What follows belongs to an exercise in optimizing a design on an open flow for small area, a short achievable clock period and few clock cycles; a production flow would make more cautious choices. At most, simulation tests tie the RTL to the original design; equivalence was not proved. No activity file was given, so power comes from the tool's default toggle rates.

## alu_mc
module alu_mc #(
  parameter int WIDTH = 64
) (
  input  logic             clk,
  input  logic             rst_n,
  input  logic             in_valid,
  output logic             in_ready,
  input  logic [WIDTH-1:0] A,
  input  logic [WIDTH-1:0] B,
  input  logic [4:0]       FS,
  input  logic             C0,
  output logic             out_valid,
  input  logic             out_ready,
  output logic [WIDTH-1:0] F,
  output logic [3:0]       status,
  output logic             busy
);
Size: roughly 210 I/O pins, ~34000 um^2 of cells after synthesis.
Settings: LEC_CHECK=0, CAP_MARGIN=20, CORE_MARGIN=2, CORE_UTILIZATION=55, SETUP_SLACK_MARGIN=3.0, SLEW_MARGIN=20, SYNTH_HIERARCHICAL=1; clock period 6.5 ns.
standard.sh (not shown) runs the stock make flow with config.mk's settings and CLKGATE_MAP_FILE= SYNTH_SCRIPT=/design/flow/synth_recipe.tcl, a recipe that flattens the netlist after the stock synthesis.
==> flow/flow/run.sh <==
#!/bin/bash
# Standard ORFS layout, except that the port buffers are plain buf_2 cells
# rather than the delay buffers buffer_ports picks by default.
set -euo pipefail
bash standard.sh "BUFFER_PORTS_ARGS=-buffer_cell sky130_fd_sc_hd__buf_2" finish > standard_flow.log 2>&1
Then changed:
--- a/flow/design.v
+++ b/flow/design.v
@@ -48,42 +48,45 @@
   alu_pfx64 u_add (.g(ag), .p(ap), .co(aco));
   assign sum  = {aco[63], ap[63:1] ^ aco[62:0], ap[0] ^ C0};
   logic [63:0] sh_in, sh_out, shr;
   always_comb begin
     for (int i = 0; i < 64; i++) sh_in[i] = FS[2] ? A[63-i] : A[i];
     sh_out = sh_in << B[5:0];
     for (int i = 0; i < 64; i++) shr[i] = sh_out[63-i];
   end
   logic [63:0] rest, r_next;
   logic        sel_sum;
-  logic [6:0]  rsel;
+  logic [7:0]  rsel;
   always_comb begin
     rsel = '0;
     if (busy_reg) rsel[6] = 1'b1;
+    else if (!accept) rsel[7] = 1'b1;    
     else begin
       case (FS[4:2])
         3'b000:  rsel[0] = 1'b1;     
         3'b001:  rsel[1] = 1'b1;     
         3'b011:  rsel[2] = 1'b1;     
         3'b100:  rsel[3] = 1'b1;     
         3'b101:  rsel[4] = 1'b1;     
         3'b110:  rsel[5] = 1'b1;     
         default: rsel = '0;          
       endcase
     end
   end
-  alu_sel7 u_rest (.d0(a_op & b_op), .d1(a_op | b_op), .d2(a_op ^ b_op), .d3(sh_out), .d4(shr),
-                   .d5(B), .d6({lo[K-1:0], r_reg[63:K]}), .s(rsel), .y(rest));
-  assign sel_sum = ~busy_reg & (FS[4:2] == 3'b010);
+  alu_sel8 u_rest (.d0(a_op & b_op), .d1(a_op | b_op), .d2(a_op ^ b_op), .d3(sh_out), .d4(shr),
+                   .d5(B), .d6({lo[K-1:0], r_reg[63:K]}), .d7(r_reg), .s(rsel), .y(rest));
+  assign sel_sum = accept & (FS[4:2] == 3'b010);
   alu_mux64 u_rmux (.a(sum[63:0]), .b(rest), .s(sel_sum), .y(r_next));
   assign alu_c = sel_sum & sum[64];
   assign alu_v = sel_sum & ~(a_op[63] ^ b_op[63]) & (sum[63] ^ a_op[63]);
+  logic [63:0] a_next;
+  alu_mux64 u_ahold (.a(a_reg), .b(A), .s(busy_reg), .y(a_next));
   logic [K:0]    mb_next;
   logic [3:0]     bone_next, btwo_next, bneg_next;
   logic [3:0]     bone, btwo, bneg;
   logic [63:0]   pp [0:3];
   assign mb_next = busy_reg ? {r_reg[2*K-1:K], r_reg[K-1]} : {B[K-1:0], 1'b0};
   always_comb begin
     for (int m = 0; m < 4; m++) begin
       bone_next[m] = mb_next[2*m+1] ^ mb_next[2*m];
       btwo_next[m] = (mb_next[2*m+2] & ~mb_next[2*m+1] & ~mb_next[2*m]) |
                      (~mb_next[2*m+2] & mb_next[2*m+1] & mb_next[2*m]);
@@ -487,22 +490,22 @@
     cnt_reg   <= busy_reg ? cnt_reg + 1'b1 : '0;
     sw_reg    <= busy_reg ? xr[63:K] : '0;
     cw_reg    <= busy_reg ? yr[63:K] : '0;
     xq_reg    <= busy_reg ? xr[K-1:0] : '0;
     yq_reg    <= busy_reg ? yr[K-1:0] : '0;
     zq_reg    <= busy_reg & bneg[3];
     cr_reg    <= busy_reg ? lo[K+1:K] : 2'b00;
     bone      <= bone_next;
     btwo      <= btwo_next;
     bneg      <= bneg_next;
-    if (!busy_reg) a_reg <= A;
-    if (accept | busy_reg) r_reg <= r_next;
+    a_reg     <= a_next;
+    r_reg     <= r_next;
     if (accept) begin
       v_reg <= alu_v;
       c_reg <= alu_c;
     end
   end
 endmodule
 module alu_fa (
   input  logic a,
   input  logic b,
   input  logic c,
@@ -534,33 +537,34 @@
   output logic        z
 );
   logic [15:0] n1;
   logic [3:0]  n2;
   always_comb begin
     for (int i = 0; i < 16; i++) n1[i] = ~|x[4*i +: 4];
     for (int j = 0; j < 4; j++) n2[j] = ~&n1[4*j +: 4];
     z = ~|n2;
   end
 endmodule
-module alu_sel7 (
+module alu_sel8 (
   input  logic [63:0] d0,
   input  logic [63:0] d1,
   input  logic [63:0] d2,
   input  logic [63:0] d3,
   input  logic [63:0] d4,
   input  logic [63:0] d5,
   input  logic [63:0] d6,
-  input  logic [6:0]  s,
+  input  logic [63:0] d7,
+  input  logic [7:0]  s,
   output logic [63:0] y
 );
   assign y = (d0 & {64{s[0]}}) | (d1 & {64{s[1]}}) | (d2 & {64{s[2]}}) | (d3 & {64{s[3]}}) |
-             (d4 & {64{s[4]}}) | (d5 & {64{s[5]}}) | (d6 & {64{s[6]}});
+             (d4 & {64{s[4]}}) | (d5 & {64{s[5]}}) | (d6 & {64{s[6]}}) | (d7 & {64{s[7]}});
 endmodule
 module alu_pfx64 (
   input  logic [63:0] g,
   input  logic [63:0] p,
   output logic [63:0] co
 );
   logic [63:0] gl [0:6];
   logic [63:0] pl [0:6];
   assign gl[0] = g;
   assign pl[0] = p;
Effect:
- The new run completed without violations
- count of clock-buffer cells in the layout fell by 1
- total power rose by 5.2%
- hold slack is better by 0.024 ns
- non-clock buffer count fell by 35
- cell area fell by 2.4%
- cell count rose by 2.6%
- worst setup slack is better by 0.33 ns
- clock power stays flat
- utilization fell by 1.8 points
Testbench counts after the change, summed over its fixed seeds: cycles 5,376.
Only the layout flow was run in the first run of this note; the RTL was not checked for function there.

[re-timing with driven ports]
The results above use ideal ports. As a check the final layouts listed here were re-extracted and re-timed, cells and wires unchanged.
Step 1: set_driving_cell puts a clkbuf_16 on clk and a buf_2 on each other input, an assumption about the parent block.
Step 2 adds t to the input delays and takes it off the output delays; t is the mean of the earliest and latest rising clock arrival at the registers after step 1. Input paths then give back, and output paths get back, about the clock's delay inside the block.
a / b / c = no drivers / after step 1 / after step 2; a / b = the first two.
run	t, ns	setup WS [ns]	hold slack, ns	worst setup path after step 2	slew at the worst register clock pin (ns)
the first run	0.643	2.477 / 1.933 / 1.290	0.459 / 0.459 / 0.459	input to register	0.07 / 0.07
the second run	0.656	2.809 / 2.119 / 1.463	0.483 / 0.483 / 0.483	input to register	0.07 / 0.07
After both steps every run listed still meets setup and hold. The setup slack of the second run, which loses most, moves by -0.690 ns with the drivers and by -1.346 ns with both steps.
